Background: an optimization exercise with open tools, aiming at small area and a short achievable clock period. Do not read the settings as production practice.
At most, simulation tests tie the RTL to the original design; equivalence was not proved.
Function not checked in run 1: the RTL went through the layout flow alone.
The flow treats the clock pin as an ideal source, which a real chip does not have.

==> flow/design.v (outline; a module is shown in full before it is edited, if it fits) <==
// module fmultiplier: 1396 lines
// module fmul_fa: 10 lines
// module fmul_ha: 9 lines
module fmultiplier (
  input  logic        clk,
  input  logic        reset_n,
  input  logic [31:0] A,
  input  logic [31:0] B,
  output logic [31:0] result,
  output logic        exception
);
  // ...
==> flow/flow/run.sh <==
#!/bin/bash
# Own layout flow: the standard layout (standard.sh), with the synthesis
# script changed by flow/mksynth.sh (the design's full/half-adder modules mapped
# onto the library's adder cells; no early abc -fast) and with Yosys's own
# full-adder extraction off (ADDER_MAP_FILE empty), since the design's adders
# are already cells. Extra make variables, if any, come from flow/make_args.
# Registers, their names and all steps after synthesis are the standard flow's.
set -euo pipefail
W=$PWD
bash flow/mksynth.sh "$W/synth_recipe.tcl" "$W" > flow_mksynth.log 2>&1
sed -e "s#$W/synth_recipe.tcl#$W/flow_synth.tcl#" standard.sh > flow_standard.sh
grep -q flow_synth.tcl flow_standard.sh
args=(ADDER_MAP_FILE=)
if [[ -f flow/make_args ]]; then
  while read -r a; do [[ -n "$a" ]] && args+=("$a"); done < flow/make_args
fi
echo "make args: ${args[*]}" > flow_make.log
bash flow_standard.sh "${args[@]}" finish >> flow_make.log 2>&1
==> flow/flow/mksynth.sh <==
#!/bin/bash
# usage: mksynth.sh FLOW_SYNTH_TCL OUTDIR
# Writes OUTDIR/flow_synth.tcl and OUTDIR/flow_synth_core.tcl: the standard flow's synthesis
# script (ORFS synthesis without fsm/share, then flatten and rename) with two
# changes: each fmul_fa / fmul_ha instance of the design becomes the library's
# full / half adder cell (the modules have the cells' pin names and functions),
# and Yosys's synth runs without its early "abc -fast" pass.
set -euo pipefail
src=$1; out=$2
core=$out/flow_synth_core.tcl
awk -v fa="${FA_CELL:-sky130_fd_sc_hd__fa_1}" '
  { print }
  /^hierarchy -check -top \$::env\(DESIGN_NAME\)$/ && !done {
    print "# map the design'"'"'s full-adder modules onto the library cell"
    print "chtype -map fmul_fa " fa
    print "chtype -map fmul_ha sky130_fd_sc_hd__ha_1"
    print "read_liberty -overwrite -setattr liberty_cell -lib {*}$::env(LIB_FILES)"
    print "hierarchy -check -top $::env(DESIGN_NAME)"
    done = 1
  }' "$FLOW_HOME/scripts/synth.tcl" > "$core"
grep -q "chtype -map fmul_fa" "$core"
sed -e 's/yosys synth -nofsm -noshare /yosys synth -nofsm -noshare -noabc /' \
    -e "s#source \$::env(SCRIPTS_DIR)/synth.tcl#source $core#" "$src" > "$out/flow_synth.tcl"
grep -q -- "-noabc" "$out/flow_synth.tcl"
grep -q "$core" "$out/flow_synth.tcl"
==> flow/standard.sh <==
#!/bin/bash
# synth_recipe.tcl (not shown) runs the flow's synth.tcl, then flattens the netlist and writes it again
# the make line also repeats each setting of config.mk as NAME=value (left out here)
make -C /OpenROAD-flow-scripts/flow DESIGN_CONFIG=/design/flow/config.mk WORK_HOME=/design/flow/orfs CLKGATE_MAP_FILE= SYNTH_SCRIPT=/design/flow/synth_recipe.tcl "${@:-finish}"
==> flow/config.mk <==
export PLATFORM = sky130hd
export DESIGN_NAME = fmultiplier
export DESIGN_NICKNAME = fmultiplier
export VERILOG_FILES = /design/flow/design.v
export SDC_FILE = /design/flow/constraint.sdc
export NUM_CORES = 4
export LEC_CHECK = 0
export CAP_MARGIN = 20
export CORE_MARGIN = 2
export CORE_UTILIZATION = 55
export PLACE_DENSITY = 0.7
export SETUP_SLACK_MARGIN = 4
export SLEW_MARGIN = 20
==> flow/constraint.sdc <==
create_clock -name core_clock -period 10.0 [get_ports {clk}]
set_input_delay 2.0000 -clock core_clock [delete_from_list [all_inputs] [get_ports {clk}]]
set_output_delay 2.0000 -clock core_clock [all_outputs]
set_load 0.01 [all_outputs]
==> flow_summary.json, run 1 <==
{
  "synth_top_family_by_area": "adder cells",
  "whs_ns": 0.484,
  "num_io_pins": 99,
  "worstPathMaxFanout": 17,
  "holdPathStages": 1,
  "cts_tree": "done",
  "status": "complete, no violations",
  "final_cell_mix": "582 x nand2_1, 506 x fa_1, 127 x dfxtp_1",
  "core_sq_um": 38400,
  "largest_class": "multi-input combinational cells",
  "inv_count": 63,
  "clock_buffers": 20,
  "cts_sinks": 164,
  "min-delay-start": "sign_q",
  "register_area_sq_um": 3470,
  "io_buffers": 98,
  "ant_nets": 0,
  "grt_max_degree": 41,
  "hold_end": "result[31]",
  "tns_ns": 0,
  "post-cts-setup-buffer-count": 0,
  "die_y_microns": 201,
  "synth_cell_types": 90,
  "tightest_slew_ns": 0.983,
  "place_area_sq_um": 22700,
  "crit_end": "result[9]"
}
==> run 2: changes to the inputs <==
--- a/flow/design.v
+++ b/flow/design.v
@@ -1162,24 +1162,24 @@
   logic a_nan, a_inf, a_zero, b_nan, b_inf, b_zero;
   assign a_nan  = (&A[30:23]) & (|A[22:0]);
   assign a_inf  = (&A[30:23]) & ~(|A[22:0]);
   assign a_zero = ~(|A[30:23]);
   assign b_nan  = (&B[30:23]) & (|B[22:0]);
   assign b_inf  = (&B[30:23]) & ~(|B[22:0]);
   assign b_zero = ~(|B[30:23]);
   logic nan_d, inf_d, zero_d, sign_d;
-  logic [9:0] exp_d;
+  logic [8:0] exp_d;    
   assign nan_d  = a_nan | b_nan | (a_zero & b_inf) | (a_inf & b_zero);
   assign inf_d  = a_inf | b_inf;
   assign zero_d = a_zero | b_zero;
   assign sign_d = A[31] ^ B[31];
-  assign exp_d  = {2'b00, A[30:23]} + {2'b00, B[30:23]} - 10'd127;
+  assign exp_d  = {1'b0, A[30:23]} + {1'b0, B[30:23]};
   logic nan_q, inf_q, zero_q, sign_q;
-  logic [9:0] exp_q;
+  logic [8:0] exp_q;
   always_ff @(posedge clk or negedge reset_n) begin
     if (!reset_n) begin
       nan_q  <= 1'b0;
       inf_q  <= 1'b0;
       zero_q <= 1'b1;
       sign_q <= 1'b0;
     end else begin
       nan_q  <= nan_d;
@@ -1187,43 +1187,61 @@
       zero_q <= zero_d;
       sign_q <= sign_d;
     end
   end
   always_ff @(posedge clk) begin
     exp_q <= exp_d;
     pq    <= pd;
   end
-  logic s1492, c1493, s1494, c1495, s1496, c1497, s1498, c1499, s1500, c1501, s1502, c1503, s1504, c1505, s1506, c1507, s1508, c1509, s1510, c1511, s1512, c1513, s1514, c1515, s1516, c1517, s1518, c1519, s1520, c1521, s1522, c1523, s1524, c1525, s1526, c1527, s1528, c1529, s1530, c1531, s1532, c1533, s1534, c1535, s1536, c1537, s1538, c1539, s1540, c1541, s1542, c1543, s1544, c1545, s1546, c1547, s1548, c1549, s1550, c1551, s1552, c1553, s1554, c1555, s1556, c1557, s1558, c1559, s1560, c1561, s1562, c1563, s1564, c1565, s1566, c1567, s1568, c1569, s1570, c1571, s1572, c1573, s1574, c1575, s1576, c1577, s1578, c1579, s1580, c1581, s1582, c1583, s1584, c1585, s1586, c1587, t1588, k1589, t1590, k1591, t1592, k1593, t1594, k1595, t1596, k1597, t1598, k1599, t1600, k1601, t1602, k1603, t1604, k1605, t1606, k1607, t1608, k1609, t1610, k1611, t1612, k1613, t1614, k1615, t1616, k1617, t1618, k1619, t1620, k1621, t1622, k1623, t1624, k1625, t1626, k1627, t1628, k1629, t1630, k1631, t1632, k1633, t1634, k1635, t1636, k1637, t1638, k1639, t1640, k1641, t1642, k1643, t1644, k1645, t1646, k1647, t1648, k1649, t1650, k1651, t1652, k1653, t1654, k1655, t1656, k1657, t1658, k1659, t1660, k1661, t1662, k1663, t1664, k1665, t1666, k1667, t1668, k1669, t1670, k1671, t1672, k1673, t1674, k1675, t1676, k1677, t1678, k1679, t1680, k1681;
-  fmul_fa u_s1492 (.A(pq[49]), .B(pq[50]), .CIN(1'b1), .SUM(s1492), .COUT(c1493));
-  fmul_fa u_s1494 (.A(pq[54]), .B(pq[55]), .CIN(1'b1), .SUM(s1494), .COUT(c1495));
-  fmul_fa u_s1496 (.A(pq[27]), .B(pq[28]), .CIN(1'b1), .SUM(s1496), .COUT(c1497));
-  fmul_fa u_s1498 (.A(pq[31]), .B(pq[32]), .CIN(1'b1), .SUM(s1498), .COUT(c1499));
-  fmul_fa u_s1500 (.A(pq[34]), .B(pq[35]), .CIN(1'b1), .SUM(s1500), .COUT(c1501));
-  fmul_fa u_s1502 (.A(pq[37]), .B(pq[38]), .CIN(1'b1), .SUM(s1502), .COUT(c1503));
-  fmul_fa u_s1504 (.A(pq[40]), .B(pq[41]), .CIN(1'b1), .SUM(s1504), .COUT(c1505));
-  fmul_fa u_s1506 (.A(pq[43]), .B(pq[44]), .CIN(1'b1), .SUM(s1506), .COUT(c1507));
-  fmul_fa u_s1508 (.A(pq[46]), .B(pq[47]), .CIN(1'b1), .SUM(s1508), .COUT(c1509));
+  logic s1492, c1493, s1494, c1495, s1496, c1497, s1498, c1499, s1500, c1501, s1502, c1503, s1504, c1505, s1506, c1507, s1508, c1509, s1510, c1511, s1512, c1513, s1514, c1515, s1516, c1517, s1518, c1519, s1520, c1521, s1522, c1523, s1524, c1525, s1526, c1527, s1528, c1529, s1530, c1531, s1532, c1533, s1534, c1535, s1536, c1537, s1538, c1539, s1540, c1541, s1542, c1543, s1544, c1545, s1546, c1547, s1548, c1549, s1550, c1551, s1552, c1553, s1554, c1555, s1556, c1557, s1558, c1559, s1560, c1561, s1562, c1563, s1564, c1565, s1566, c1567, s1568, c1569, s1570, c1571, s1572, c1573, s1574, c1575, s1576, c1577, s1578, c1579, s1580, c1581, s1582, c1583, s1584, c1585, s1586, c1587, t1588, k1589, t1590, k1591, t1592, k1593, t1594, k1595, t1596, k1597, t1598, k1599, t1600, k1601, t1602, k1603, t1604, k1605, t1606, k1607, t1608, k1609, t1610, k1611, t1612, k1613, t1614, k1615, t1616, k1617, t1618, k1619, t1620, k1621, t1622, k1623, t1624, k1625, t1626, k1627, t1628, k1629, t1630, k1631, t1632, k1633, t1634, k1635, t1636, k1637, t1638, k1639, t1640, k1641, t1642, k1643, t1644, k1645, t1646, k1647, t1648, k1649, t1650, k1651, t1652, k1653, t1654, k1655, t1656, k1657, t1658, k1659, t1660, k1661, t1662, k1663, t1664, k1665, t1666, k1667, t1668, k1669, t1670, k1671, t1672, k1673, t1674, k1675, t1676, k1677, t1678, k1679;
+  assign s1492 = ~(pq[49] ^ pq[50]);
+  assign c1493 = pq[49] | pq[50];
+  assign s1494 = ~(pq[54] ^ pq[55]);
+  assign c1495 = pq[54] | pq[55];
+  assign s1496 = ~(pq[27] ^ pq[28]);
+  assign c1497 = pq[27] | pq[28];
+  assign s1498 = ~(pq[31] ^ pq[32]);
+  assign c1499 = pq[31] | pq[32];
+  assign s1500 = ~(pq[34] ^ pq[35]);
+  assign c1501 = pq[34] | pq[35];
+  assign s1502 = ~(pq[37] ^ pq[38]);
+  assign c1503 = pq[37] | pq[38];
+  assign s1504 = ~(pq[40] ^ pq[41]);
+  assign c1505 = pq[40] | pq[41];
+  assign s1506 = ~(pq[43] ^ pq[44]);
+  assign c1507 = pq[43] | pq[44];
+  assign s1508 = ~(pq[46] ^ pq[47]);
+  assign c1509 = pq[46] | pq[47];
   fmul_fa u_s1510 (.A(s1492), .B(pq[51]), .CIN(pq[52]), .SUM(s1510), .COUT(c1511));
   fmul_fa u_s1512 (.A(c1493), .B(s1494), .CIN(pq[56]), .SUM(s1512), .COUT(c1513));
   fmul_fa u_s1514 (.A(c1495), .B(pq[58]), .CIN(pq[59]), .SUM(s1514), .COUT(c1515));
   fmul_fa u_s1516 (.A(pq[61]), .B(pq[62]), .CIN(pq[63]), .SUM(s1516), .COUT(c1517));
   fmul_fa u_s1518 (.A(pq[65]), .B(pq[66]), .CIN(pq[67]), .SUM(s1518), .COUT(c1519));
   fmul_fa u_s1520 (.A(pq[69]), .B(pq[70]), .CIN(pq[71]), .SUM(s1520), .COUT(c1521));
   fmul_fa u_s1522 (.A(pq[73]), .B(pq[74]), .CIN(pq[75]), .SUM(s1522), .COUT(c1523));
   fmul_fa u_s1524 (.A(pq[77]), .B(pq[78]), .CIN(pq[79]), .SUM(s1524), .COUT(c1525));
-  fmul_fa u_s1526 (.A(pq[8]), .B(pq[9]), .CIN(1'b1), .SUM(s1526), .COUT(c1527));
-  fmul_fa u_s1528 (.A(pq[11]), .B(pq[12]), .CIN(1'b1), .SUM(s1528), .COUT(c1529));
-  fmul_fa u_s1530 (.A(pq[13]), .B(pq[14]), .CIN(1'b1), .SUM(s1530), .COUT(c1531));
-  fmul_fa u_s1532 (.A(pq[15]), .B(pq[16]), .CIN(1'b1), .SUM(s1532), .COUT(c1533));
-  fmul_fa u_s1534 (.A(pq[17]), .B(pq[18]), .CIN(1'b1), .SUM(s1534), .COUT(c1535));
-  fmul_fa u_s1536 (.A(pq[19]), .B(pq[20]), .CIN(1'b1), .SUM(s1536), .COUT(c1537));
-  fmul_fa u_s1538 (.A(pq[21]), .B(pq[22]), .CIN(1'b1), .SUM(s1538), .COUT(c1539));
-  fmul_fa u_s1540 (.A(pq[23]), .B(pq[24]), .CIN(1'b1), .SUM(s1540), .COUT(c1541));
-  fmul_fa u_s1542 (.A(pq[25]), .B(pq[26]), .CIN(1'b1), .SUM(s1542), .COUT(c1543));
+  assign s1526 = ~(pq[8] ^ pq[9]);
+  assign c1527 = pq[8] | pq[9];
+  assign s1528 = ~(pq[11] ^ pq[12]);
+  assign c1529 = pq[11] | pq[12];
+  assign s1530 = ~(pq[13] ^ pq[14]);
+  assign c1531 = pq[13] | pq[14];
+  assign s1532 = ~(pq[15] ^ pq[16]);
+  assign c1533 = pq[15] | pq[16];
+  assign s1534 = ~(pq[17] ^ pq[18]);
+  assign c1535 = pq[17] | pq[18];
+  assign s1536 = ~(pq[19] ^ pq[20]);
+  assign c1537 = pq[19] | pq[20];
+  assign s1538 = ~(pq[21] ^ pq[22]);
+  assign c1539 = pq[21] | pq[22];
+  assign s1540 = ~(pq[23] ^ pq[24]);
+  assign c1541 = pq[23] | pq[24];
+  assign s1542 = ~(pq[25] ^ pq[26]);
+  assign c1543 = pq[25] | pq[26];
   fmul_fa u_s1544 (.A(s1496), .B(pq[29]), .CIN(pq[30]), .SUM(s1544), .COUT(c1545));
   fmul_fa u_s1546 (.A(c1497), .B(s1498), .CIN(pq[33]), .SUM(s1546), .COUT(c1547));
   fmul_fa u_s1548 (.A(c1499), .B(s1500), .CIN(pq[36]), .SUM(s1548), .COUT(c1549));
   fmul_fa u_s1550 (.A(c1501), .B(s1502), .CIN(pq[39]), .SUM(s1550), .COUT(c1551));
   fmul_fa u_s1552 (.A(c1503), .B(s1504), .CIN(pq[42]), .SUM(s1552), .COUT(c1553));
   fmul_fa u_s1554 (.A(c1505), .B(s1506), .CIN(pq[45]), .SUM(s1554), .COUT(c1555));
   fmul_fa u_s1556 (.A(c1507), .B(s1508), .CIN(pq[48]), .SUM(s1556), .COUT(c1557));
   fmul_fa u_s1558 (.A(c1509), .B(s1510), .CIN(pq[53]), .SUM(s1558), .COUT(c1559));
@@ -1288,20 +1306,19 @@
   fmul_ha u_t1664 (.A(c1587), .B(pq[101]), .SUM(t1664), .COUT(k1665));
   fmul_ha u_t1666 (.A(pq[102]), .B(pq[103]), .SUM(t1666), .COUT(k1667));
   fmul_ha u_t1668 (.A(pq[104]), .B(pq[105]), .SUM(t1668), .COUT(k1669));
   fmul_ha u_t1670 (.A(pq[106]), .B(pq[107]), .SUM(t1670), .COUT(k1671));
   fmul_ha u_t1672 (.A(pq[108]), .B(pq[109]), .SUM(t1672), .COUT(k1673));
   fmul_ha u_t1674 (.A(pq[110]), .B(pq[111]), .SUM(t1674), .COUT(k1675));
   fmul_ha u_t1676 (.A(pq[112]), .B(pq[113]), .SUM(t1676), .COUT(k1677));
   fmul_ha u_t1678 (.A(pq[114]), .B(pq[115]), .SUM(t1678), .COUT(k1679));
-  fmul_ha u_t1680 (.A(1'b0), .B(pq[117]), .SUM(t1680), .COUT(k1681));
   logic [47:0] t, k, g;
-  assign t = {1'b0, t1680, t1678, t1676, t1674, t1672, t1670, t1668, t1666, t1664, t1662, t1660, t1658, t1656, t1654, t1652, t1650, t1648, t1646, t1644, t1642, t1640, t1638, t1636, t1634, t1632, t1630, t1628, t1626, t1624, t1622, t1620, t1618, t1616, t1614, t1612, t1610, t1608, t1606, t1604, t1602, t1600, t1598, t1596, t1594, t1592, t1590, t1588};
-  assign k = {1'b1, k1681, k1679, k1677, k1675, k1673, k1671, k1669, k1667, k1665, k1663, k1661, k1659, k1657, k1655, k1653, k1651, k1649, k1647, k1645, k1643, k1641, k1639, k1637, k1635, k1633, k1631, k1629, k1627, k1625, k1623, k1621, k1619, k1617, k1615, k1613, k1611, k1609, k1607, k1605, k1603, k1601, k1599, k1597, k1595, k1593, k1591, k1589};
+  assign t = {1'b0, pq[117], t1678, t1676, t1674, t1672, t1670, t1668, t1666, t1664, t1662, t1660, t1658, t1656, t1654, t1652, t1650, t1648, t1646, t1644, t1642, t1640, t1638, t1636, t1634, t1632, t1630, t1628, t1626, t1624, t1622, t1620, t1618, t1616, t1614, t1612, t1610, t1608, t1606, t1604, t1602, t1600, t1598, t1596, t1594, t1592, t1590, t1588};
+  assign k = {1'b1, 1'b0, k1679, k1677, k1675, k1673, k1671, k1669, k1667, k1665, k1663, k1661, k1659, k1657, k1655, k1653, k1651, k1649, k1647, k1645, k1643, k1641, k1639, k1637, k1635, k1633, k1631, k1629, k1627, k1625, k1623, k1621, k1619, k1617, k1615, k1613, k1611, k1609, k1607, k1605, k1603, k1601, k1599, k1597, k1595, k1593, k1591, k1589};
   assign g = ~(t | k);    
   logic [46:0] gg [0:6];
   logic [46:0] pp [0:6];
   assign gg[0] = g[46:0];
   assign pp[0] = t[46:0];
   for (genvar l = 0; l < 6; l++) begin : g_lvl
     for (genvar i = 0; i < 47; i++) begin : g_bit
       if (((i >> l) & 1) == 1) begin : g_comb
@@ -1322,71 +1339,63 @@
   logic [24:0] a1;
   assign a0 = p[47:24];
   assign h  = {t[47:25] ^ g[46:24], t[24] ^ gg[6][23]};
   always_comb begin
     hp[0] = 1'b1;
     for (int i = 1; i < 24; i++) hp[i] = hp[i-1] & h[i-1];
   end
   assign a1 = {hp[23] & h[23], a0 ^ hp};
-  logic        norm, rnd1, rnd0;
-  logic [22:0] frac;
-  logic [1:0]  inc;    
+  logic norm, rnd1, rnd0;
   assign norm = p[47];
   assign rnd1 = p[23] & (p[22] | p[21] | sticky | p[24]);
   assign rnd0 = p[22] & (p[21] | sticky | p[23]);
-  always_comb begin
-    if (norm) begin
-      frac = rnd1 ? a1[22:0] : a0[22:0];
-      inc  = (rnd1 & a1[24]) ? 2'd2 : 2'd1;
-    end else begin
-      if (!rnd0)       frac = {a0[21:0], p[23]};
-      else if (!p[23]) frac = {a0[21:0], 1'b1};
-      else             frac = {a1[21:0], 1'b0};
-      inc  = (rnd0 & p[23] & a1[23]) ? 2'd1 : 2'd0;
-    end
-  end
   logic signed [9:0] e0, e1, e2;
   logic uf0, uf1, uf2, of0, of1, of2;
-  assign e0  = exp_q;
-  assign e1  = exp_q + 10'd1;
-  assign e2  = exp_q + 10'd2;
+  assign e0  = {1'b0, exp_q} - 10'd127;
+  assign e1  = {1'b0, exp_q} - 10'd126;
+  assign e2  = {1'b0, exp_q} - 10'd125;
   assign uf0 = e0 <= 10'sd0;
   assign uf1 = e1 <= 10'sd0;
   assign uf2 = e2 <= 10'sd0;
   assign of0 = e0 >= 10'sd255;
   assign of1 = e1 >= 10'sd255;
   assign of2 = e2 >= 10'sd255;
-  logic       uf, of;
-  logic [7:0] ef;
+  logic [22:0] frac_n1, frac_n0;
+  logic        up_n1, up_n0, uf_n1, uf_n0, of_n1, of_n0;
+  logic [7:0]  ef_n1, ef_n0;
+  assign frac_n1 = rnd1 ? a1[22:0] : a0[22:0];
+  assign up_n1   = rnd1 & a1[24];
+  assign uf_n1   = up_n1 ? uf2 : uf1;
+  assign of_n1   = up_n1 ? of2 : of1;
+  assign ef_n1   = up_n1 ? e2[7:0] : e1[7:0];
   always_comb begin
-    case (inc)
-      2'd0:    begin uf = uf0; of = of0; ef = e0[7:0]; end
-      2'd1:    begin uf = uf1; of = of1; ef = e1[7:0]; end
-      default: begin uf = uf2; of = of2; ef = e2[7:0]; end
-    endcase
-  end
+    if (!rnd0)       frac_n0 = {a0[21:0], p[23]};
+    else if (!p[23]) frac_n0 = {a0[21:0], 1'b1};
+    else             frac_n0 = {a1[21:0], 1'b0};
+  end
+  assign up_n0 = rnd0 & p[23] & a1[23];
+  assign uf_n0 = up_n0 ? uf1 : uf0;
+  assign of_n0 = up_n0 ? of1 : of0;
+  assign ef_n0 = up_n0 ? e1[7:0] : e0[7:0];
+  logic [30:0] mag_n1, mag_n0;
+  assign mag_n1 = (zero_q | uf_n1) ? 31'd0 : of_n1 ? {8'hFF, 23'd0} : {ef_n1, frac_n1};
+  assign mag_n0 = (zero_q | uf_n0) ? 31'd0 : of_n0 ? {8'hFF, 23'd0} : {ef_n0, frac_n0};
   logic [31:0] result_d;
   logic        exception_d;
   always_comb begin
-    result_d    = 32'h0000_0000;
-    exception_d = 1'b0;
     if (nan_q) begin
       result_d    = 32'h7FC0_0000;
       exception_d = 1'b1;
     end else if (inf_q) begin
       result_d    = {sign_q, 8'hFF, 23'd0};
       exception_d = 1'b1;
-    end else if (zero_q | uf) begin
-      result_d = {sign_q, 31'd0};
-    end else if (of) begin
-      result_d    = {sign_q, 8'hFF, 23'd0};
-      exception_d = 1'b1;
     end else begin
-      result_d = {sign_q, ef, frac};
+      result_d    = {sign_q, norm ? mag_n1 : mag_n0};
+      exception_d = ~zero_q & (norm ? of_n1 : of_n0);
     end
   end
   always_ff @(posedge clk or negedge reset_n) begin
     if (!reset_n) begin
       result    <= 32'h0000_0000;
       exception <= 1'b0;
     end else begin
       result    <= result_d;
==> flow/flow/run.sh (replaced) <==
#!/bin/bash
# Own layout flow: the standard layout (standard.sh), with the synthesis
# script changed by flow/mksynth.sh (the design's full/half-adder modules mapped
# onto the library's adder cells; no early abc -fast) and with Yosys's own
# full-adder extraction off (ADDER_MAP_FILE empty), since the design's adders
# are already cells. Extra make variables, if any, come from flow/make_args
# (@W@ there stands for this work folder).
# Registers, their names and all steps after synthesis are the standard flow's.
set -euo pipefail
W=$PWD
bash flow/mksynth.sh "$W/synth_recipe.tcl" "$W" > flow_mksynth.log 2>&1
sed -e "s#$W/synth_recipe.tcl#$W/flow_synth.tcl#" standard.sh > flow_standard.sh
grep -q flow_synth.tcl flow_standard.sh
args=(ADDER_MAP_FILE=)
if [[ -f flow/make_args ]]; then
  while read -r a; do [[ -n "$a" ]] && args+=("${a//@W@/$W}"); done < flow/make_args
fi
echo "make args: ${args[*]}" > flow_make.log
bash flow_standard.sh "${args[@]}" finish >> flow_make.log 2>&1
==> flow/flow/make_args (new file) <==
BUFFER_PORTS_ARGS=-buffer_cell sky130_fd_sc_hd__buf_4
POST_CTS_TCL=@W@/flow/skew.tcl
SKIP_CTS_REPAIR_TIMING=1
SKEW_CELLS=sky130_fd_sc_hd__clkdlybuf4s50_1 sky130_fd_sc_hd__clkbuf_8
SKEW_LEAF=sky130_fd_sc_hd__clkbuf_8
==> flow/flow/mksynth.sh (replaced) <==
#!/bin/bash
# usage: mksynth.sh FLOW_SYNTH_TCL OUTDIR
# Writes OUTDIR/flow_synth.tcl and OUTDIR/flow_synth_core.tcl: the standard flow's synthesis
# script (ORFS synthesis without fsm/share, then flatten and rename) with two
# changes: each fmul_fa / fmul_ha / fmul_aoi22 / fmul_xor2 instance of the
# design becomes the library's fa / ha / a22oi / xor2 cell (the modules have the
# cells' pin names and functions),
# and Yosys's synth runs without its early "abc -fast" pass.
set -euo pipefail
src=$1; out=$2
core=$out/flow_synth_core.tcl
awk -v fa="${FA_CELL:-sky130_fd_sc_hd__fa_1}" '
  { print }
  /^hierarchy -check -top \$::env\(DESIGN_NAME\)$/ && !done {
    print "# map the design'"'"'s full-adder modules onto the library cell"
    print "chtype -map fmul_fa " fa
    print "chtype -map fmul_ha sky130_fd_sc_hd__ha_1"
    print "chtype -map fmul_aoi22 sky130_fd_sc_hd__a22oi_1"
    print "chtype -map fmul_xor2 sky130_fd_sc_hd__xor2_1"
    print "read_liberty -overwrite -setattr liberty_cell -lib {*}$::env(LIB_FILES)"
    print "hierarchy -check -top $::env(DESIGN_NAME)"
    done = 1
  }' "$FLOW_HOME/scripts/synth.tcl" > "$core"
grep -q "chtype -map fmul_fa" "$core"
sed -e 's/yosys synth -nofsm -noshare /yosys synth -nofsm -noshare -noabc /' \
    -e "s#source \$::env(SCRIPTS_DIR)/synth.tcl#source $core#" "$src" > "$out/flow_synth.tcl"
grep -q -- "-noabc" "$out/flow_synth.tcl"
grep -q "$core" "$out/flow_synth.tcl"
==> flow/flow/skew.tcl (new file) <==
# Clock the output registers (result, exception) from a delayed branch of the
# clock tree: it gives the paths from the pipeline registers into them more
# time; their paths to the outputs, which have ample slack, get less.
# Used as POST_CTS_TCL: runs on the design right after clock tree synthesis.
set block [ord::get_db_block]
# the delay chain, first cell to last; the last one drives the registers
if {![info exists ::env(SKEW_CELLS)] || $::env(SKEW_CELLS) eq ""} {
  set ::env(SKEW_CELLS) "sky130_fd_sc_hd__clkdlybuf4s50_1 sky130_fd_sc_hd__clkbuf_8"
}
set masters {}
foreach c $::env(SKEW_CELLS) {
  set m [[ord::get_db] findMaster $c]
  if {$m eq "NULL" || $m eq ""} { error "skew: no cell $c" }
  lappend masters $m
}

# the output registers
set flops {}
foreach inst [$block getInsts] {
  set n [$inst getName]
  if {[regexp {^(result\\?\[[0-9]+\\?\]|exception)\$_DFF} $n]} { lappend flops $inst }
}
puts "skew: [llength $flops] output registers"
if {[llength $flops] != 33} { error "skew: expected 33 output registers" }

# the clock root buffer's output net: the net driven by the cell the clk port feeds
set clknet [$block findNet clk]
set root ""
foreach it [$clknet getITerms] {
  if {[$it isInputSignal]} { set root [$it getInst] }
}
if {$root eq ""} { error "skew: no clock root buffer" }
set rootnet ""
foreach it [$root getITerms] { if {[$it isOutputSignal]} { set rootnet [$it getNet] } }
puts "skew: tapping [$rootnet getName] after [$root getName]"

# centroid of the output registers
set sx 0; set sy 0
foreach f $flops { set loc [$f getLocation]; set sx [expr {$sx + [lindex $loc 0]}]; set sy [expr {$sy + [lindex $loc 1]}] }
set cx [expr {int($sx / [llength $flops])}]
set cy [expr {int($sy / [llength $flops])}]

proc mk {block master name x y} {
  set i [odb::dbInst_create $block $master $name]
  $i setLocation $x $y
  $i setPlacementStatus PLACED
  return $i
}
set net $rootnet
set k 0
foreach m $masters {
  incr k
  set i [mk $block $m skew_c$k $cx $cy]
  set out [odb::dbNet_create $block skew_n$k]
  $out setSigType CLOCK
  set ins {}
  foreach it [$i getITerms] {
    if {[$it isInputSignal]} { lappend ins $it }
    if {[$it isOutputSignal]} { $it connect $out }
  }
  if {[llength $ins] != 1} { error "skew: $m is not a buffer" }
  [lindex $ins 0] connect $net
  set net $out
}
set n3 $net

# split the registers into groups by place (halves by x, then by y), each
# clocked by its own leaf buffer at the group's centre
proc centre {insts} {
  set sx 0; set sy 0
  foreach f $insts { set loc [$f getLocation]; set sx [expr {$sx + [lindex $loc 0]}]; set sy [expr {$sy + [lindex $loc 1]}] }
  return [list [expr {int($sx / [llength $insts])}] [expr {int($sy / [llength $insts])}]]
}
proc split_by {insts axis} {
  set keyed {}
  foreach f $insts { lappend keyed [list [lindex [$f getLocation] $axis] $f] }
  set sorted {}
  foreach p [lsort -integer -index 0 $keyed] { lappend sorted [lindex $p 1] }
  set h [expr {[llength $sorted] / 2}]
  return [list [lrange $sorted 0 [expr {$h - 1}]] [lrange $sorted $h end]]
}
if {![info exists ::env(SKEW_LEAF)] || $::env(SKEW_LEAF) eq ""} { set ::env(SKEW_LEAF) sky130_fd_sc_hd__clkbuf_4 }
set leafm [[ord::get_db] findMaster $::env(SKEW_LEAF)]
set groups {}
foreach half [split_by $flops 0] { foreach q [split_by $half 1] { lappend groups $q } }
set old {}
set g 0
foreach grp $groups {
  incr g
  set c [centre $grp]
  set lb [mk $block $leafm skew_leaf$g [lindex $c 0] [lindex $c 1]]
  set ln [odb::dbNet_create $block skew_leaf_n$g]
  $ln setSigType CLOCK
  foreach it [$lb getITerms] {
    if {[$it isInputSignal]} { $it connect $n3 }
    if {[$it isOutputSignal]} { $it connect $ln }
  }
  foreach f $grp {
    set it [$f findITerm CLK]
    set on [$it getNet]
    if {[lsearch -exact $old $on] < 0} { lappend old $on }
    $it disconnect
    $it connect $ln
  }
}
puts "skew: [llength $groups] leaf buffers"
# remove the clock buffers that drove only output registers
set changed 1
while {$changed} {
  set changed 0
  foreach on $old {
    if {[llength [$on getITerms]] != 1 || [llength [$on getBTerms]] > 0} continue
    set drv [[lindex [$on getITerms] 0] getInst]
    if {![string match *clkbuf* [[$drv getMaster] getName]]} continue
    set in ""
    foreach it [$drv getITerms] { if {[$it isInputSignal]} { set in [$it getNet] } }
    puts "skew: removing clock buffer [$drv getName], now without loads"
    set old [lsearch -all -inline -not -exact $old $on]
    odb::dbInst_destroy $drv
    odb::dbNet_destroy $on
    if {$in ne "" && [lsearch -exact $old $in] < 0} { lappend old $in }
    set changed 1
    break
  }
}
detailed_placement
check_placement -verbose
estimate_parasitics -placement
report_clock_skew
puts "skew: done"
==> flow/config.mk (replaced) <==
export PLATFORM = sky130hd
export DESIGN_NAME = fmultiplier
export DESIGN_NICKNAME = fmultiplier
export VERILOG_FILES = /design/flow/design.v
export SDC_FILE = /design/flow/constraint.sdc
export NUM_CORES = 4
export LEC_CHECK = 0
export CAP_MARGIN = 20
export CORE_MARGIN = 2
export CORE_UTILIZATION = 65
export CTS_BUF_LIST = sky130_fd_sc_hd__clkbuf_4 sky130_fd_sc_hd__clkbuf_8
export PLACE_DENSITY = 0.75
export SETUP_SLACK_MARGIN = 5
export SLEW_MARGIN = 20
==> flow_summary.json, run 2 <==
{
  "drt_pre_antenna_iters": 7,
  "finalCritPeriodShare_pct": 46.8,
  "fin_util_pct": 69.6,
  "required_ns": 10.37,
  "wl_met2_mm": 27.1,
  "postSynthCellCount": 2107,
  "tns_ns": 0,
  "whs_ns": -0.0549,
  "place_area_sq_um": 21600,
  "cts_sinks": 163,
  "grt_antenna_before_repair": 1,
  "wire_per_inst_microns": 23.7,
  "top_layer_used": "met4",
  "grt_max_degree": 38,
  "period_needed_ns": 4.68,
  "post-synth-top-area-cell": "fa_1",
  "yosys_warnings": 3,
  "dieArea_sq_um": 33700,
  "seq_area_frac_synth_pct": 16.5,
  "n_fill_cell": 2430,
  "dp_hpwl_mm": 41.4,
  "post-place-cells": 2436,
  "synth_cell_types": 86,
  "via_per_inst": 6.49,
  "met3_length_mm": 7.33,
  "arrival_ns": 5.05,
  "core_sq_um": 31600,
  "setup.worst_path.class": "input port to flop",
  "routed_wl_mm": 58.8,
  "cap_violations": 0,
  "final_cell_mix": "586 x nand2_1, 488 x fa_1, 126 x dfxtp_1",
  "maxSlewViolCount": 0,
  "clk_latency_ns": 1.13,
  "grt.overflow.total": 0,
  "final_common_cell": "nand2_1",
  "synth_edf_count": 0,
  "synth_top_area_share_pct": 46.6,
  "dieWidth_microns": 184,
  "drt_iter0_drc": 1837,
  "syn_area_per_cell_sq_um": 9.95,
  "ant_nets": 0,
  "num_io_pins": 99,
  "drc_errors": 0,
  "die_y_microns": 184,
  "status": "failed layout checks",
  "yosys-top-cells-area": "fa_1 47%, dfxtp_1 12%, nand2_1 10%",
  "reg.largest.list": "pq x117, result x32, exp_q x9",
  "rows": 65,
  "grt.total_usage_pct": 36.4,
  "largest_reg_flops": 117,
  "fmax_mhz": 214,
  "final_nets": 2655,
  "place_congestion": 0.921,
  "syn_area_sq_um": 21000,
  "syn_to_final_growth_pct": 5.06,
  "io_buffers": 98,
  "initial_utilization_pct": 66.3,
  "tightest_slew_ns": 0.813,
  "fin_cells": 2477,
  "hold_class": "flop to flop",
  "hold_viol": 3,
  "relSlewSlack_pct": 45.4,
  "startpoint_type": "input port",
  "synth_commonest_cells": "586 x nand2_1, 488 x fa_1, 163 x clkbuf_1",
  "clk_pin_slew_worst_paths_ns": 0.09,
  "num_vias": 16069,
  "async_flop_share_pct": 22.7,
  "synth-main-ff-cell": "dfxtp_1",
  "setup_violations": 0,
  "synth_seq_cells": 163,
  "failed_checks": "hold timing",
  "worstSetupEndpointType": "flop",
  "wl_met1_mm": 21.8,
  "fin_area_sq_um": 22000,
  "grt_pass1_wl_mm": 91.9,
  "skew_ns": 0.673,
  "worstPathMaxFanout": 25,
  "cts_tree": "done",
  "top_register": "pq",
  "rsz0062_at_grt": "no",
  "grt_pass1_vias": 17039,
  "yosysMostFrequentCell": "nand2_1",
  "drive_gt1_share_pct": 9.16
}
[run 2: cell types whose count changed after synthesis, sizes merged, moves of 7 or more]
cell,change
o21ai,+11
nor3,-9
nor2b,-7
fa,-18
a211oi,-12
or3,-10
or2,+19
a21boi,-7
xnor2,+30
nand4,+7
nor4,-11
xor2,+9
a31oi,-7
a21oi,-23
[run 2: final timing paths]
| check | from | end | slack [ns] | depth (start not counted) |
|---|---|---|---|---|
| setup / recovery | A[13] | pq[48] | 5.32 | 7 |
| hold / removal | inf_q | result[22] | -0.05 | 2 |
| setup reg to reg | pq[54] | result[18] | 5.38 | 15 |
| hold reg to reg | inf_q | result[22] | -0.05 | 2 |
| max in group asynchronous | reset_n | inf_q | 8.21 | 1 |
| min in group asynchronous | reset_n | result[27] | 0.80 | 1 |
[run 2: cell type report, clock buffers not listed]
class,count,area (sq um),area share [%]
Clock inverter,13,111,0.506
Multi-Input combinational cell,1713,16600,75.5
Buffer,6,78.8,0.358
Antenna cell,1,2.50,0.0114
Tap cell,402,503,2.28
Timing Repair Buffer,102,771,3.50
Inverter,58,218,0.988
Sequential cell,163,3450,15.7
[run 2: metal layers]
| metal | vias to the layer above | track usage, % |
|---|---|---|
| li1 | 6647 | - |
| met1 | 7997 | 47.5 |
| met2 | 1194 | 57.6 |
| met3 | 231 | 10.9 |
| met4 | 0 | 14.8 |
| met5 | - | 0 |
[run 2: kinds of logic (layout without fill, tap and decap cells)]
kind of cell,count (synthesis),count (layout),share of synthesized area [%]
xor gates and xnor gates,116,116,4.94
DFF,163,163,16.5
AOI/OAI and AO/OA,206,206,7.10
buffers and inverters,231,198,4.22
adders and majority gates,534,534,49.3
muxes,9,9,0.436
and+or+nand+nor,848,848,17.6
other,0,1,0
[run 2: critical path, stage by stage]
cell,delay (ns)
buf_4,0.37
nand2_1,0.16
fa_1,0.54
fa_1,0.47
fa_1,0.47
fa_1,0.59
fa_1,0.43
[run 2: metrics by stage]
step,setup slack (ns)
3_5_place_dp,4.81
5_1_grt,5.11
3_3_place_gp,4.87
2_1_floorplan,4.99
6_report,5.32
==> run 3: changes to the inputs <==
==> flow/flow/make_args (replaced) <==
BUFFER_PORTS_ARGS=-buffer_cell sky130_fd_sc_hd__buf_4
POST_CTS_TCL=@W@/flow/skew.tcl
SKIP_CTS_REPAIR_TIMING=1
SKEW_CELLS=sky130_fd_sc_hd__clkdlybuf4s50_1 sky130_fd_sc_hd__dlygate4sd1_1 sky130_fd_sc_hd__clkbuf_8
SKEW_LEAF=sky130_fd_sc_hd__clkbuf_8
==> flow_summary.json, run 3 <==
{
  "place_congestion": 0.921,
  "io_buffers": 98,
  "status": "failed layout checks",
  "worstPathMaxFanout": 7,
  "ant_nets": 0,
  "r2r_start": "pq[54]",
  "required_ns": 11.21,
  "grt_max_degree": 38,
  "syn_area_sq_um": 21000,
  "rsz0062_at_grt": "no",
  "setup_violations": 0,
  "reg.largest.list": "pq x117, result x32, exp_q x9",
  "hold_viol": 10,
  "maxSlewViolCount": 0,
  "synth_commonest_cells": "586 x nand2_1, 488 x fa_1, 163 x clkbuf_1",
  "critical_path.max_stage_delay_ns": 0.60,
  "dieWidth_microns": 184,
  "failed_checks": "hold timing",
  "yosys-top-cells-area": "fa_1 47%, dfxtp_1 12%, nand2_1 10%",
  "seq_area_frac_synth_pct": 16.5,
  "drive_gt1_share_pct": 9.10,
  "dp_hpwl_mm": 41.4,
  "min-delay-start": "nan_q",
  "holdPathStages": 2,
  "synth_edf_count": 0,
  "relSlewSlack_pct": 46.1,
  "grt_pass1_vias": 17042,
  "hold_end": "result[1]",
  "post-synth-top-area-cell": "fa_1",
  "tightest_slew_ns": 0.804,
  "drt_pre_antenna_iters": 8,
  "synth-simple-area-share_pct": 17.6,
  "dieArea_sq_um": 33700,
  "final_cell_mix": "586 x nand2_1, 488 x fa_1, 126 x dfxtp_1",
  "synth_top_family_by_area": "adder cells",
  "postSynthCellCount": 2107,
  "fmax_mhz": 209,
  "largest_reg_flops": 117,
  "top_register": "pq",
  "async_flop_share_pct": 22.7,
  "initial_utilization_pct": 66.3,
  "core_sq_um": 31600,
  "period_needed_ns": 4.77,
  "critPathTopFamily": "simple AND/OR/NAND/NOR gates",
  "num_io_pins": 99,
  "whs_ns": -0.0341,
  "r2r_slack_ns": 5.23,
  "critPathSlowestCell": "dlygate4sd3_1",
  "fin_ws_ns": 5.23,
  "synth_top_area_share_pct": 46.6,
  "worstSetupEndpointType": "flop",
  "grt_antenna_before_repair": 0,
  "n_fill_cell": 2422,
  "grt_pass1_wl_mm": 92.0,
  "cp_num_buf_inv": 1,
  "final_nets": 2668,
  "yosysMostFrequentCell": "nand2_1",
  "place_ws_ns": 4.81,
  "hold_class": "flop to flop",
  "routed_wl_mm": 59.1,
  "finalCritPeriodShare_pct": 47.7,
  "tns_ns": 0,
  "num_vias": 16105,
  "cts_sinks": 163,
  "clk_pin_slew_worst_paths_ns": 0.10,
  "syn_to_final_growth_pct": 5.66,
  "synth-main-ff-cell": "dfxtp_1",
  "setup.worst_path.class": "flop to flop",
  "drc_errors": 0,
  "final_common_cell": "nand2_1",
  "grt.overflow.total": 0,
  "yosys_warnings": 3,
  "yosys.area_share.adder_pct": 49.3,
  "synth_seq_cells": 163,
  "synth_cell_types": 86,
  "drt_iter0_drc": 1772,
  "wire_per_inst_microns": 23.8,
  "worstPathCellList": "or2_2, fa_1, fa_1, ha_1, or3_1, or3_1, a221oi_2, nand2_1, and2b_4, o211a_4, mux2_2, nor2_1, o221a_1, o2111ai_1, dlygate4sd3_1",
  "worstRegToRegCells": 15,
  "cap_violations": 0,
  "clk_latency_ns": 1.33,
  "cts_tree": "done",
  "rows": 65,
  "synth_xor_area_share_pct": 4.94,
  "via_per_inst": 6.47,
  "reg2reg_to": "result[25]",
  "startpoint_type": "flop",
  "synth-compound-area-share_pct": 7.10,
  "grt.total_usage_pct": 36.5,
  "die_y_microns": 184,
  "skew_ns": 0.867,
  "antennaDiodeCount": 0,
  "syn_area_per_cell_sq_um": 9.95,
  "muxShareOfSynthArea_pct": 0.436,
  "arrival_ns": 5.99
}
==> run 3: cell counts after synthesis <==
No cell type changed its count.
==> run 3: cell type report, clock buffers not listed <==
type / instances / area (sq um) / area share, %
clock inverters: 13 / 111 / 0.503
repair buffers: 114 / 891 / 4.02
plain buffers: 7 / 87.6 / 0.395
multi-input cells: 1713 / 16600 / 75.1
well taps: 402 / 503 / 2.27
inverters: 58 / 218 / 0.983
flip-flops and latches: 163 / 3450 / 15.6
==> run 3: logic make-up after synthesis <==
| kind of cell | after synthesis |
|---|---|
| mux | 9 |
| xor+xnor | 116 |
| fa+ha+maj | 534 |
| flops | 163 |
| simple gates | 848 |
| compound gates | 206 |
| buf+inv | 231 |
==> run 3: per-layer routing <==
metal | vias to the layer above | global-route usage [%] | share of wire, %
met2 | 1152 | 57.9 | 46
met3 | 230 | 11.6 | 12
met4 | 0 | 13.4 | 4.0
met1 | 8052 | 47.4 | 37
li1 | 6671 | - | -
met5 | - | 0 | 0
==> run 3: how the worst max path moves through the flow <==
stage                 from    endpoint  slack, ns  depth (start not counted)
floorplan             B[3]      pq[26]       4.99                          8
finish              pq[54]  result[25]       5.23                         15
global placement    pq[54]  result[18]       4.87                         15
detailed placement  pq[54]  result[18]       4.81                         15
global route        pq[54]  result[25]       5.00                         15
==> run 3: per-stage QoR <==
step	utilization, %	std cells	hold slack (ns)	area, sq um
after global placement	68.1	2436	0.471	21600
final	70.0	2489	-0.0341	22200
after global routing	70.0	2489	0.00643	22200
after floorplan	-	2107	0.439	21100
after detailed placement	68.1	2436	0.453	21600
==> run 3: tightest hold or removal path, stage by stage, from the launching register on <==
cell and delay [ns]:
dfrtp_1 0.40, or2_2 0.27, nor2_1 0.08
==> run 4: changes to the inputs <==
==> flow/flow/run.sh (replaced) <==
#!/bin/bash
# Own layout flow: the standard layout (standard.sh) with these changes:
#  - synthesis (flow/mksynth.sh): the design's fmul_fa / fmul_ha modules become
#    the library's full / half adder cells, Yosys's synth skips its early
#    "abc -fast", and Yosys's own adder extraction is off (ADDER_MAP_FILE
#    empty), since the design's adders are already cells;
#  - extra make variables from flow/make_args (@W@ there stands for this work
#    folder): the port buffer cell, and flow/skew.tcl as the step after clock
#    tree synthesis, which clocks the output registers from a delayed branch of
#    the clock tree (useful skew for the paths between the two register
#    stages; the outputs' own paths keep ample slack).
# Registers and their names are the standard synthesis's; every other step is
# the standard flow's. Each tool's log stays under orfs/logs/, the make output
# in flow_make.log.
set -euo pipefail
W=$PWD
bash flow/mksynth.sh "$W/synth_recipe.tcl" "$W" > flow_mksynth.log 2>&1
sed -e "s#$W/synth_recipe.tcl#$W/flow_synth.tcl#" standard.sh > flow_standard.sh
grep -q flow_synth.tcl flow_standard.sh
args=(ADDER_MAP_FILE=)
if [[ -f flow/make_args ]]; then
  while read -r a; do [[ -n "$a" ]] && args+=("${a//@W@/$W}"); done < flow/make_args
fi
echo "make args: ${args[*]}" > flow_make.log
bash flow_standard.sh "${args[@]}" finish >> flow_make.log 2>&1
==> flow/flow/make_args (replaced) <==
BUFFER_PORTS_ARGS=-buffer_cell sky130_fd_sc_hd__buf_4
POST_CTS_TCL=@W@/flow/skew.tcl
SKIP_CTS_REPAIR_TIMING=1
REMOVE_ABC_BUFFERS=1
SKEW_CELLS=sky130_fd_sc_hd__clkdlybuf4s50_1 sky130_fd_sc_hd__clkbuf_8
SKEW_LEAF=sky130_fd_sc_hd__clkbuf_8
SETUP_SLACK_MARGIN=5.3
--- a/flow/config.mk
+++ b/flow/config.mk
@@ -11,2 +11,3 @@
 export CTS_BUF_LIST = sky130_fd_sc_hd__clkbuf_4 sky130_fd_sc_hd__clkbuf_8
+export HOLD_SLACK_MARGIN = 0.15
 export PLACE_DENSITY = 0.75
==> flow_summary.json, run 4 <==
{
  "status": "complete, no violations",
  "async_flop_share_pct": 22.7,
  "grt.overflow.total": 0,
  "synth-simple-area-share_pct": 17.6,
  "syn_area_per_cell_sq_um": 9.95,
  "synth_cell_types": 86,
  "fin_cells": 2483,
  "seq_area_frac_synth_pct": 16.5,
  "postSynthCellCount": 2107,
  "fmax_mhz": 212,
  "r2r_slack_ns": 5.52,
  "whs_ns": 0.159,
  "io_buffers": 98,
  "r2r_start": "pq[54]",
  "crit_path_start": "A[7]",
  "ant_nets": 0,
  "syn_area_sq_um": 21000,
  "period_needed_ns": 4.71,
  "clk_latency_ns": 1.09,
  "crit_end": "pq[64]",
  "finalCritPeriodShare_pct": 47.1,
  "reg2reg_to": "result[27]",
  "wire_per_inst_microns": 24.0,
  "fin_area_sq_um": 22100,
  "cap_violations": 0,
  "initial_utilization_pct": 66.3,
  "muxShareOfSynthArea_pct": 0.436,
  "setup.worst_path.class": "input port to flop",
  "final_cell_mix": "584 x nand2_1, 488 x fa_1, 126 x dfxtp_1",
  "setup_violations": 0,
  "synth_top_family_by_area": "adder cells",
  "num_vias": 16221,
  "die_y_microns": 184,
  "hold_class": "flop to flop",
  "post-synth-top-area-cell": "fa_1",
  "yosys-top-cells-area": "fa_1 47%, dfxtp_1 12%, nand2_1 10%",
  "dieArea_sq_um": 33700,
  "synth_edf_count": 0,
  "core_sq_um": 31600,
  "startpoint_type": "input port",
  "rsz0062_at_grt": "yes",
  "required_ns": 10.33,
  "place_area_sq_um": 21600,
  "dp_hpwl_mm": 41.4,
  "synth_seq_cells": 163,
  "arrival_ns": 5.05,
  "drc_errors": 0,
  "tightest_slew_ns": 0.762,
  "skew_ns": 0.638,
  "dieWidth_microns": 184,
  "grt_pass1_vias": 17522,
  "drt_iter0_drc": 1594,
  "syn_to_final_growth_pct": 5.65,
  "antennaDiodeCount": 0,
  "synth_commonest_cells": "586 x nand2_1, 488 x fa_1, 163 x clkbuf_1",
  "rows": 65,
  "yosys_warnings": 3,
  "drive_gt1_share_pct": 9.47,
  "relSlewSlack_pct": 49.1,
  "grt_antenna_before_repair": 1,
  "synth_top_area_share_pct": 46.6,
  "yosysMostFrequentCell": "nand2_1",
  "via_per_inst": 6.53,
  "grt_max_degree": 38,
  "place_congestion": 0.930,
  "routed_wl_mm": 59.7,
  "synth_xor_area_share_pct": 4.94,
  "yosys.area_share.adder_pct": 49.3,
  "tns_ns": 0,
  "worstRegToRegCells": 14,
  "reg.largest.list": "pq x117, result x32, exp_q x9",
  "final_common_cell": "nand2_1",
  "grt.total_usage_pct": 36.9,
  "worstSetupEndpointType": "flop",
  "clk_pin_slew_worst_paths_ns": 0.09,
  "largest_reg_flops": 117,
  "worstPathMaxFanout": 25,
  "hold_viol": 0,
  "final_nets": 2662,
  "cts_sinks": 163,
  "num_io_pins": 99,
  "maxSlewViolCount": 0,
  "synth-compound-area-share_pct": 7.10,
  "drt_pre_antenna_iters": 5,
  "synth-main-ff-cell": "dfxtp_1",
  "post-place-cells": 2436,
  "top_register": "pq",
  "cts_tree": "done",
  "grt_pass1_wl_mm": 93.7
}
-- run 4: cells by family after synthesis --
kind of cell / after synthesis
adders and majority gates: 534
muxes: 9
xor gates and xnor gates: 116
AOI/OAI and AO/OA: 206
buffers and inverters: 231
and+or+nand+nor: 848
DFF: 163
-- run 4: final cells by class, clock buffers not listed --
type                       count  area [sq um]
fill                        2346          9490
timing repair buffer         109           852
inverter                      58           218
buffer                         6          78.8
tap                          402           503
sequential                   163          3450
clock inverter                15           159
multi-input combinational   1713         16700
-- run 4: worst min-delay path by stage --
stage	from	end	slack, ns	cells after the start
3_5_place_dp	sign_q	result[31]	0.49	1
3_3_place_gp	sign_q	result[31]	0.47	1
2_1_floorplan	sign_q	result[31]	0.44	1
6_report	exp_q[3]	result[26]	0.16	3
5_1_grt	exp_q[6]	result[29]	0.19	3
-- run 4: stage by stage --
step                setup slack (ns)  util [%]
finish                          5.29      70.0
floorplan                       5.00         -
global route                    5.27      70.0
detailed placement              4.42      68.1
global placement                4.60      68.1
-- run 4: layer usage --
| layer | vias to the layer above | part of all wire (%) | global-route usage, % |
|---|---|---|---|
| met1 | 8117 | 37 | 47.9 |
| met5 | - | 0.022 | 0 |
| met2 | 1223 | 46 | 57.8 |
| met4 | 2 | 4.1 | 15.1 |
| li1 | 6653 | - | - |
| met3 | 226 | 13 | 12.3 |
-- run 4: critical path, stage by stage --
cell and delay, ns:
buf_4 0.36, nand2_1 0.16, fa_1 0.48, fa_1 0.54, fa_1 0.46, fa_1 0.56, fa_1 0.47

[static timing again, ports no longer ideal]
The flow's constraints put no driver on any port. The routed layouts listed below were extracted and timed again, unchanged, in two steps. Step 1 (the two cells are an assumption about what drives the block):
set clk [get_ports {clk}]
set_driving_cell -lib_cell sky130_fd_sc_hd__clkbuf_16 $clk
set_driving_cell -lib_cell sky130_fd_sc_hd__buf_2 [delete_from_list [all_inputs] $clk]
Step 2, shift: input delay + t, output delay - t, t = (earliest + latest rising clock arrival at the registers) / 2. This alone moves slack from input paths to output paths. a / b / c = ideal ports / drivers / drivers and shift; a / b = the first two.
run	t, ns	slack for setup (ns)	hold slack, ns	worst setup path after step 2	latest minus earliest clock arrival (ns)	worst data-port slew with drivers (ns)
run 1	0.490	4.232 / 4.232 / 4.232	0.484 / 0.484 / 0.484	register to register	0.014 / 0.014	0.05
run 2	0.853	5.320 / 5.338 / 4.486	-0.055 / -0.055 / -0.055	input to register	0.673 / 0.673	0.09
run 3	0.946	5.225 / 5.225 / 4.412	-0.034 / -0.034 / -0.034	input to register	0.867 / 0.867	0.08
run 4	0.817	5.288 / 5.303 / 4.486	0.159 / 0.159 / 0.159	input to register	0.642 / 0.642	0.05
In run 2, run 3 and run 4 the clock reaches the registers at very different times; t lies between them, and the last value is a rough guide only. The setup slack of run 2, which loses most, moves by +0.018 ns with the drivers and by -0.834 ns with both steps.
